This design comes from an exercise in tuning for a short achievable clock period and few clock cycles on the open sky130 flow, not from production work.
The RTL was checked by simulation tests, not by an equivalence proof against the original design.

==> run Z: inputs <==
// cpu_core
module cpu_core (
	input  logic  clk,
	input  logic  rst_n,
	output word_t instr_addr,
	input  word_t instruction,
	output word_t address,
	output word_t writedata,
	output logic  wren,
	output logic  request,
	input  word_t readdata,
	input  logic  response
);
clock: 12.0 ns
lec_check: 0
cap_margin: 20
core_margin: 2
core_utilization: 25
slew_margin: 20
standard.sh (not shown) runs the stock make flow with config.mk's settings and CLKGATE_MAP_FILE= SYNTH_SCRIPT=/design/flow/synth_recipe.tcl, a recipe that flattens the netlist after the stock synthesis.
==> flow/flow/run.sh <==
#!/bin/bash
set -euo pipefail
cd "$(dirname "$0")/.."
export SETUP_SLACK_MARGIN=${MARGIN:-8.5}
bash standard.sh > standard_flow.log 2>&1
==> inputs of run C, as changes to run Z <==
--- a/flow/design.v
+++ b/flow/design.v
@@ -292,23 +292,24 @@
 		.ld_hot(ld_hot), .readdata(readdata), .r(b0_half));
 	assign a0_hold = (ld_we && |(ld_hot & d0.ahot[6:0])) ? readdata : a0;
 	assign b0_hold = (ld_we && |(ld_hot & d0.bhot[6:0])) ? readdata : b0;
 	assign a1_hold = (ld_we && |(ld_hot & d1.ahot[6:0])) ? readdata : a1;
 	assign b1_hold = (ld_we && |(ld_hot & d1.bhot[6:0])) ? readdata : b1;
-	half_t ncur;
 	dec_t  nd0, nd1;
 	logic  npair;
-	assign ncur = load_word ? uw : lowh;
-	cpu_decode dec0 (.ins(ncur), .lower(!load_word), .d(nd0));
+	dec_t  du, dh;
+	cpu_decode dec_u (.ins(uw), .lower(1'b0), .d(du));
+	cpu_decode dec_h (.ins(lowh), .lower(1'b1), .d(dh));
 	cpu_decode dec1 (.ins(lw), .lower(1'b1), .d(nd1));
-	assign npair = !nd0.movl && !nd0.movh && !nd0.leave &&
-		!(nd0.wra && !nd0.ahot[7] &&
-			((nd1.rda && nd0.ahot[6:0] == nd1.ahot[6:0]) ||
-			 (nd1.rdb && nd0.ahot[6:0] == nd1.bhot[6:0]) ||
-			 (nd0.load && nd1.wra && nd0.ahot[6:0] == nd1.ahot[6:0]))) &&
-		!(nd0.wfl && nd1.rfl) &&
-		!((nd0.load || nd0.store) && (nd1.load || nd1.store));
+	assign nd0 = load_word ? du : dh;
+	assign npair = !du.movl && !du.movh && !du.leave &&
+		!(du.wra && !du.ahot[7] &&
+			((nd1.rda && du.ahot[6:0] == nd1.ahot[6:0]) ||
+			 (nd1.rdb && du.ahot[6:0] == nd1.bhot[6:0]) ||
+			 (du.load && nd1.wra && du.ahot[6:0] == nd1.ahot[6:0]))) &&
+		!(du.wfl && nd1.rfl) &&
+		!((du.load || du.store) && (nd1.load || nd1.store));
 	logic e_jmp, e_movr7, e_movl7, e_movh7, e_take, e_flags_ok, e_busy, e_ok, ej;
 	word_t ej_tgt;
 	assign e_jmp = uw[15:12] == 4'd12;
 	assign e_movr7 = uw[15:12] == 4'd8 && uw[11:9] == IP_CODE;
 	assign e_movl7 = uw[15:12] == 4'd9 && uw[11:9] == IP_CODE;
@@ -327,18 +328,18 @@
 		else ej_tgt = b0_new;
 	end
 	logic u_load, u_store, pre;
 	assign u_load = uw[15:12] == 4'd13 && uw[11:9] != IP_CODE;
 	assign u_store = uw[15:12] == 4'd14;
-	assign pre = load_word && !ej && (u_load || u_store) && !port_busy && !issue0 && !issue1;
+	assign pre = load_word && (u_load || u_store) && !port_busy && !issue0 && !issue1;
 	logic l_load, l_store, pre_l, h_load, h_store, pre_h;
 	assign l_load = lw[15:12] == 4'd13 && lw[11:9] != IP_CODE;
 	assign l_store = lw[15:12] == 4'd14;
-	assign pre_l = load_word && !ej && npair && !nd0.jmp && !u_load && !u_store &&
+	assign pre_l = load_word && npair && !du.jmp && !u_load && !u_store &&
 		(l_load || l_store) && !port_busy && !issue0 && !issue1 &&
-		!(l_load && (((nd0.rda || nd0.wra) && uw[11:9] == lw[11:9]) ||
-			(nd0.rdb && uw[8:6] == lw[11:9])));
+		!(l_load && (((du.rda || du.wra) && uw[11:9] == lw[11:9]) ||
+			(du.rdb && uw[8:6] == lw[11:9])));
 	assign h_load = lowh[15:12] == 4'd13 && lowh[11:9] != IP_CODE;
 	assign h_store = lowh[15:12] == 4'd14;
 	assign pre_h = next_half && (h_load || h_store) && !port_busy && !issue0 && !issue1;
 	always_ff @(posedge clk or negedge rst_n) begin
 		if (!rst_n) begin
@@ -434,56 +435,69 @@
 				fl_s <= res0[MSB];
 				fl_z <= z0;
 			end
 		end
 	end
+	logic       src_ex, src_new, start;
+	word_t      s_addr, s_wd;
+	logic       s_we, s_ld;
+	logic [6:0] s_hot;
+	assign src_ex = v & (mem0 | mem1);
+	assign src_new = word_end | !v;
+	assign start = issue0 | issue1 | pre | pre_l | pre_h;
+	always_comb begin
+		if (src_ex) begin
+			if (mem0) begin
+				s_addr = d0.load ? b0 : a0;
+				s_wd = b0;
+				s_we = d0.store;
+				s_ld = d0.load & !d0.ahot[7];
+				s_hot = d0.load ? d0.ahot[6:0] : 7'd0;
+			end else begin
+				s_addr = d1.load ? b1 : a1;
+				s_wd = b1;
+				s_we = d1.store;
+				s_ld = d1.load & !d1.ahot[7];
+				s_hot = d1.load ? d1.ahot[6:0] : 7'd0;
+			end
+		end else if (src_new) begin
+			if (u_load || u_store) begin
+				s_addr = u_load ? b0_new : a0_new;
+				s_wd = b0_new;
+				s_we = u_store;
+				s_ld = u_load;
+				s_hot = u_load ? uah[6:0] : 7'd0;
+			end else begin
+				s_addr = l_load ? b1_new : a1_new;
+				s_wd = b1_new;
+				s_we = l_store;
+				s_ld = l_load;
+				s_hot = l_load ? lah[6:0] : 7'd0;
+			end
+		end else begin
+			s_addr = h_load ? b0_half : a0_half;
+			s_wd = b0_half;
+			s_we = h_store;
+			s_ld = h_load;
+			s_hot = h_load ? hah[6:0] : 7'd0;
+		end
+	end
 	always_ff @(posedge clk or negedge rst_n) begin
 		if (!rst_n) begin
 			request <= 1'b0;
 			address <= '0;
 			writedata <= '0;
 			wren <= 1'b0;
 			ld_busy <= 1'b0;
 			ld_hot <= '0;
 		end else begin
-			if (pre) begin
-				request <= 1'b1;
-				address <= u_load ? b0_new : a0_new;
-				writedata <= b0_new;
-				wren <= u_store;
-				ld_busy <= u_load;
-				ld_hot <= u_load ? uah[6:0] : 7'd0;
-			end else if (pre_l) begin
-				request <= 1'b1;
-				address <= l_load ? b1_new : a1_new;
-				writedata <= b1_new;
-				wren <= l_store;
-				ld_busy <= l_load;
-				ld_hot <= l_load ? lah[6:0] : 7'd0;
-			end else if (pre_h) begin
-				request <= 1'b1;
-				address <= h_load ? b0_half : a0_half;
-				writedata <= b0_half;
-				wren <= h_store;
-				ld_busy <= h_load;
-				ld_hot <= h_load ? hah[6:0] : 7'd0;
-			end else if (issue0) begin
-				request <= 1'b1;
-				address <= d0.load ? b0 : a0;
-				writedata <= b0;
-				wren <= d0.store;
-				ld_busy <= d0.load & !d0.ahot[7];
-				ld_hot <= d0.load ? d0.ahot[6:0] : 7'd0;
-			end else if (issue1) begin
-				request <= 1'b1;
-				address <= d1.load ? b1 : a1;
-				writedata <= b1;
-				wren <= d1.store;
-				ld_busy <= d1.load & !d1.ahot[7];
-				ld_hot <= d1.load ? d1.ahot[6:0] : 7'd0;
-			end else if (request && response) begin
-				request <= 1'b0;
-				ld_busy <= 1'b0;
+			request <= start | port_busy;
+			ld_busy <= (start & s_ld) | (port_busy & ld_busy);
+			if (!port_busy) begin
+				address <= s_addr;
+				writedata <= s_wd;
+				wren <= s_we;
+				ld_hot <= s_hot;
 			end
 		end
 	end
 endmodule
==> flow/flow/run.sh (replaced) <==
#!/bin/bash
set -euo pipefail
cd "$(dirname "$0")/.."
export SETUP_SLACK_MARGIN=${MARGIN:-7.5}
export GLOBAL_ROUTE_ARGS="-congestion_iterations 60 -congestion_report_iter_step 5 -verbose"
bash standard.sh > standard_flow.log 2>&1
Settings changed: CELL_PAD_IN_SITES_DETAIL_PLACEMENT set to 2, CELL_PAD_IN_SITES_GLOBAL_PLACEMENT set to 3, CORE_UTILIZATION 25 to 22, GPL_ROUTABILITY_DRIVEN set to 1.
==> inputs of run H, as changes to run Z <==
--- a/flow/design.v
+++ b/flow/design.v
@@ -292,23 +292,24 @@
 		.ld_hot(ld_hot), .readdata(readdata), .r(b0_half));
 	assign a0_hold = (ld_we && |(ld_hot & d0.ahot[6:0])) ? readdata : a0;
 	assign b0_hold = (ld_we && |(ld_hot & d0.bhot[6:0])) ? readdata : b0;
 	assign a1_hold = (ld_we && |(ld_hot & d1.ahot[6:0])) ? readdata : a1;
 	assign b1_hold = (ld_we && |(ld_hot & d1.bhot[6:0])) ? readdata : b1;
-	half_t ncur;
 	dec_t  nd0, nd1;
 	logic  npair;
-	assign ncur = load_word ? uw : lowh;
-	cpu_decode dec0 (.ins(ncur), .lower(!load_word), .d(nd0));
+	dec_t  du, dh;
+	cpu_decode dec_u (.ins(uw), .lower(1'b0), .d(du));
+	cpu_decode dec_h (.ins(lowh), .lower(1'b1), .d(dh));
 	cpu_decode dec1 (.ins(lw), .lower(1'b1), .d(nd1));
-	assign npair = !nd0.movl && !nd0.movh && !nd0.leave &&
-		!(nd0.wra && !nd0.ahot[7] &&
-			((nd1.rda && nd0.ahot[6:0] == nd1.ahot[6:0]) ||
-			 (nd1.rdb && nd0.ahot[6:0] == nd1.bhot[6:0]) ||
-			 (nd0.load && nd1.wra && nd0.ahot[6:0] == nd1.ahot[6:0]))) &&
-		!(nd0.wfl && nd1.rfl) &&
-		!((nd0.load || nd0.store) && (nd1.load || nd1.store));
+	assign nd0 = load_word ? du : dh;
+	assign npair = !du.movl && !du.movh && !du.leave &&
+		!(du.wra && !du.ahot[7] &&
+			((nd1.rda && du.ahot[6:0] == nd1.ahot[6:0]) ||
+			 (nd1.rdb && du.ahot[6:0] == nd1.bhot[6:0]) ||
+			 (du.load && nd1.wra && du.ahot[6:0] == nd1.ahot[6:0]))) &&
+		!(du.wfl && nd1.rfl) &&
+		!((du.load || du.store) && (nd1.load || nd1.store));
 	logic e_jmp, e_movr7, e_movl7, e_movh7, e_take, e_flags_ok, e_busy, e_ok, ej;
 	word_t ej_tgt;
 	assign e_jmp = uw[15:12] == 4'd12;
 	assign e_movr7 = uw[15:12] == 4'd8 && uw[11:9] == IP_CODE;
 	assign e_movl7 = uw[15:12] == 4'd9 && uw[11:9] == IP_CODE;
@@ -331,14 +332,14 @@
 	assign u_store = uw[15:12] == 4'd14;
 	assign pre = load_word && !ej && (u_load || u_store) && !port_busy && !issue0 && !issue1;
 	logic l_load, l_store, pre_l, h_load, h_store, pre_h;
 	assign l_load = lw[15:12] == 4'd13 && lw[11:9] != IP_CODE;
 	assign l_store = lw[15:12] == 4'd14;
-	assign pre_l = load_word && !ej && npair && !nd0.jmp && !u_load && !u_store &&
+	assign pre_l = load_word && !ej && npair && !du.jmp && !u_load && !u_store &&
 		(l_load || l_store) && !port_busy && !issue0 && !issue1 &&
-		!(l_load && (((nd0.rda || nd0.wra) && uw[11:9] == lw[11:9]) ||
-			(nd0.rdb && uw[8:6] == lw[11:9])));
+		!(l_load && (((du.rda || du.wra) && uw[11:9] == lw[11:9]) ||
+			(du.rdb && uw[8:6] == lw[11:9])));
 	assign h_load = lowh[15:12] == 4'd13 && lowh[11:9] != IP_CODE;
 	assign h_store = lowh[15:12] == 4'd14;
 	assign pre_h = next_half && (h_load || h_store) && !port_busy && !issue0 && !issue1;
 	always_ff @(posedge clk or negedge rst_n) begin
 		if (!rst_n) begin
@@ -434,54 +435,70 @@
 				fl_s <= res0[MSB];
 				fl_z <= z0;
 			end
 		end
 	end
+	logic       src_ex, src_new, start;
+	word_t      s_addr, s_wd;
+	logic       s_we, s_ld;
+	logic [6:0] s_hot;
+	assign src_ex = v & (mem0 | mem1);
+	assign src_new = word_end | !v;
+	assign start = issue0 | issue1 | pre | pre_l | pre_h;
+	always_comb begin
+		if (src_ex) begin
+			if (mem0) begin
+				s_addr = d0.load ? b0 : a0;
+				s_wd = b0;
+				s_we = d0.store;
+				s_ld = d0.load & !d0.ahot[7];
+				s_hot = d0.load ? d0.ahot[6:0] : 7'd0;
+			end else begin
+				s_addr = d1.load ? b1 : a1;
+				s_wd = b1;
+				s_we = d1.store;
+				s_ld = d1.load & !d1.ahot[7];
+				s_hot = d1.load ? d1.ahot[6:0] : 7'd0;
+			end
+		end else if (src_new) begin
+			if (u_load || u_store) begin
+				s_addr = u_load ? b0_new : a0_new;
+				s_wd = b0_new;
+				s_we = u_store;
+				s_ld = u_load;
+				s_hot = u_load ? uah[6:0] : 7'd0;
+			end else begin
+				s_addr = l_load ? b1_new : a1_new;
+				s_wd = b1_new;
+				s_we = l_store;
+				s_ld = l_load;
+				s_hot = l_load ? lah[6:0] : 7'd0;
+			end
+		end else begin
+			s_addr = h_load ? b0_half : a0_half;
+			s_wd = b0_half;
+			s_we = h_store;
+			s_ld = h_load;
+			s_hot = h_load ? hah[6:0] : 7'd0;
+		end
+	end
 	always_ff @(posedge clk or negedge rst_n) begin
 		if (!rst_n) begin
 			request <= 1'b0;
 			address <= '0;
 			writedata <= '0;
 			wren <= 1'b0;
 			ld_busy <= 1'b0;
 			ld_hot <= '0;
 		end else begin
-			if (pre) begin
-				request <= 1'b1;
-				address <= u_load ? b0_new : a0_new;
-				writedata <= b0_new;
-				wren <= u_store;
-				ld_busy <= u_load;
-				ld_hot <= u_load ? uah[6:0] : 7'd0;
-			end else if (pre_l) begin
-				request <= 1'b1;
-				address <= l_load ? b1_new : a1_new;
-				writedata <= b1_new;
-				wren <= l_store;
-				ld_busy <= l_load;
-				ld_hot <= l_load ? lah[6:0] : 7'd0;
-			end else if (pre_h) begin
-				request <= 1'b1;
-				address <= h_load ? b0_half : a0_half;
-				writedata <= b0_half;
-				wren <= h_store;
-				ld_busy <= h_load;
-				ld_hot <= h_load ? hah[6:0] : 7'd0;
-			end else if (issue0) begin
-				request <= 1'b1;
-				address <= d0.load ? b0 : a0;
-				writedata <= b0;
-				wren <= d0.store;
-				ld_busy <= d0.load & !d0.ahot[7];
-				ld_hot <= d0.load ? d0.ahot[6:0] : 7'd0;
-			end else if (issue1) begin
+			if (start) begin
 				request <= 1'b1;
-				address <= d1.load ? b1 : a1;
-				writedata <= b1;
-				wren <= d1.store;
-				ld_busy <= d1.load & !d1.ahot[7];
-				ld_hot <= d1.load ? d1.ahot[6:0] : 7'd0;
+				address <= s_addr;
+				writedata <= s_wd;
+				wren <= s_we;
+				ld_busy <= s_ld;
+				ld_hot <= s_hot;
 			end else if (request && response) begin
 				request <= 1'b0;
 				ld_busy <= 1'b0;
 			end
 		end
==> results.json <==
{
  "start_util_pct": 22.1,
  "yosysMostFrequentCell": "nand2_1",
  "synth_compound_area_share_pct": 39.4,
  "grtUsageTotal_pct": 40.2,
  "synth.top_cells.by_area": "dfrtp_1 23%, nand2_1 5.4%, a21oi_1 5.2%",
  "met2_usage_pct": 57.5,
  "synth.distinct_cells": 99,
  "placed_cell_area_um2": 69900,
  "synth_fa_ha_area_share_pct": 5.09,
  "cts_made_buffers": 86,
  "dpl.cell_count": 11800,
  "ys_seq_area_share_pct": 23.4,
  "status": "no timing/DRC/antenna violations",
  "yosys-top-cells-count": "905 x nand2_1, 819 x clkbuf_1, 750 x nor2_1",
  "post_cts_buffers": 262,
  "die_y_um": 539
}
the above is filed under run C

==> results.json <==
{
  "cts_made_buffers": 82,
  "synth_fa_ha_area_share_pct": 5.16,
  "start_util_pct": 25.2,
  "die_y_um": 502,
  "dpl.cell_count": 11300,
  "error": "[ERROR GRT-0232] Routing congestion too high. Check the congestion heatmap in the GUI.",
  "post_cts_buffers": 687,
  "met2_usage_pct": 58.8,
  "synth.distinct_cells": 84,
  "placed_cell_area_um2": 68400,
  "yosys-top-cells-count": "946 x nor2_1, 904 x nand2_1, 833 x clkbuf_1",
  "failing_step": "global routing (5_1_grt)",
  "ys_seq_area_share_pct": 23.7,
  "status": "aborted with a tool error"
}
the above is filed under run Z

==> results.json <==
{
  "status": "aborted with a tool error",
  "failing_step": "global routing (5_1_grt)",
  "error": "[ERROR GRT-0232] Routing congestion too high. Check the congestion heatmap in the GUI.",
  "dpl.cell_count": 11000,
  "met2_usage_pct": 62.4,
  "synth_compound_area_share_pct": 37.0,
  "yosys-top-cells-count": "940 x nand2_1, 831 x clkbuf_1, 777 x nor2_1",
  "placed_cell_area_um2": 68700,
  "die_y_um": 501,
  "grtUsageTotal_pct": 52.0,
  "ys_seq_area_share_pct": 23.9,
  "grt_util_met3_pct": 42.2,
  "synth_fa_ha_area_share_pct": 5.19,
  "synth.top_cells.by_area": "dfrtp_1 24%, nand2_1 5.7%, a21oi_1 5.7%",
  "cts_made_buffers": 82,
  "synth.distinct_cells": 103,
  "post_cts_buffers": 788
}
the above is filed under run H

Testbench counts of run Z, summed over its fixed seeds: cycles 73,020.
Testbench counts of run C, summed over its fixed seeds: cycles 73,020.
Testbench counts of run H, summed over its fixed seeds: cycles 73,020.

## re-timing with driven ports
No port has a modelled driver above. Below, the same layout with a new extraction and two added sets of constraints.
Step 1 assumes that a clkbuf_16 drives the clock port and a buf_2 every other input.
Step 2 adds t to the input delays and takes it off the output delays; t is the mean of the earliest and latest rising clock arrival at the registers after step 1. Input paths then give back, and output paths get back, about the clock's delay inside the block.
Three values: ideal, step 1, step 2; two values: the first two.
run: run C
t, ns: 0.889
slack for setup (ns): 6.885 / 6.885 / 6.145
cell pins on the clock port's net: 1
After both steps run C still meets setup and hold. The setup slack of run C moves by 0.000 ns with the drivers and by -0.740 ns with both steps.
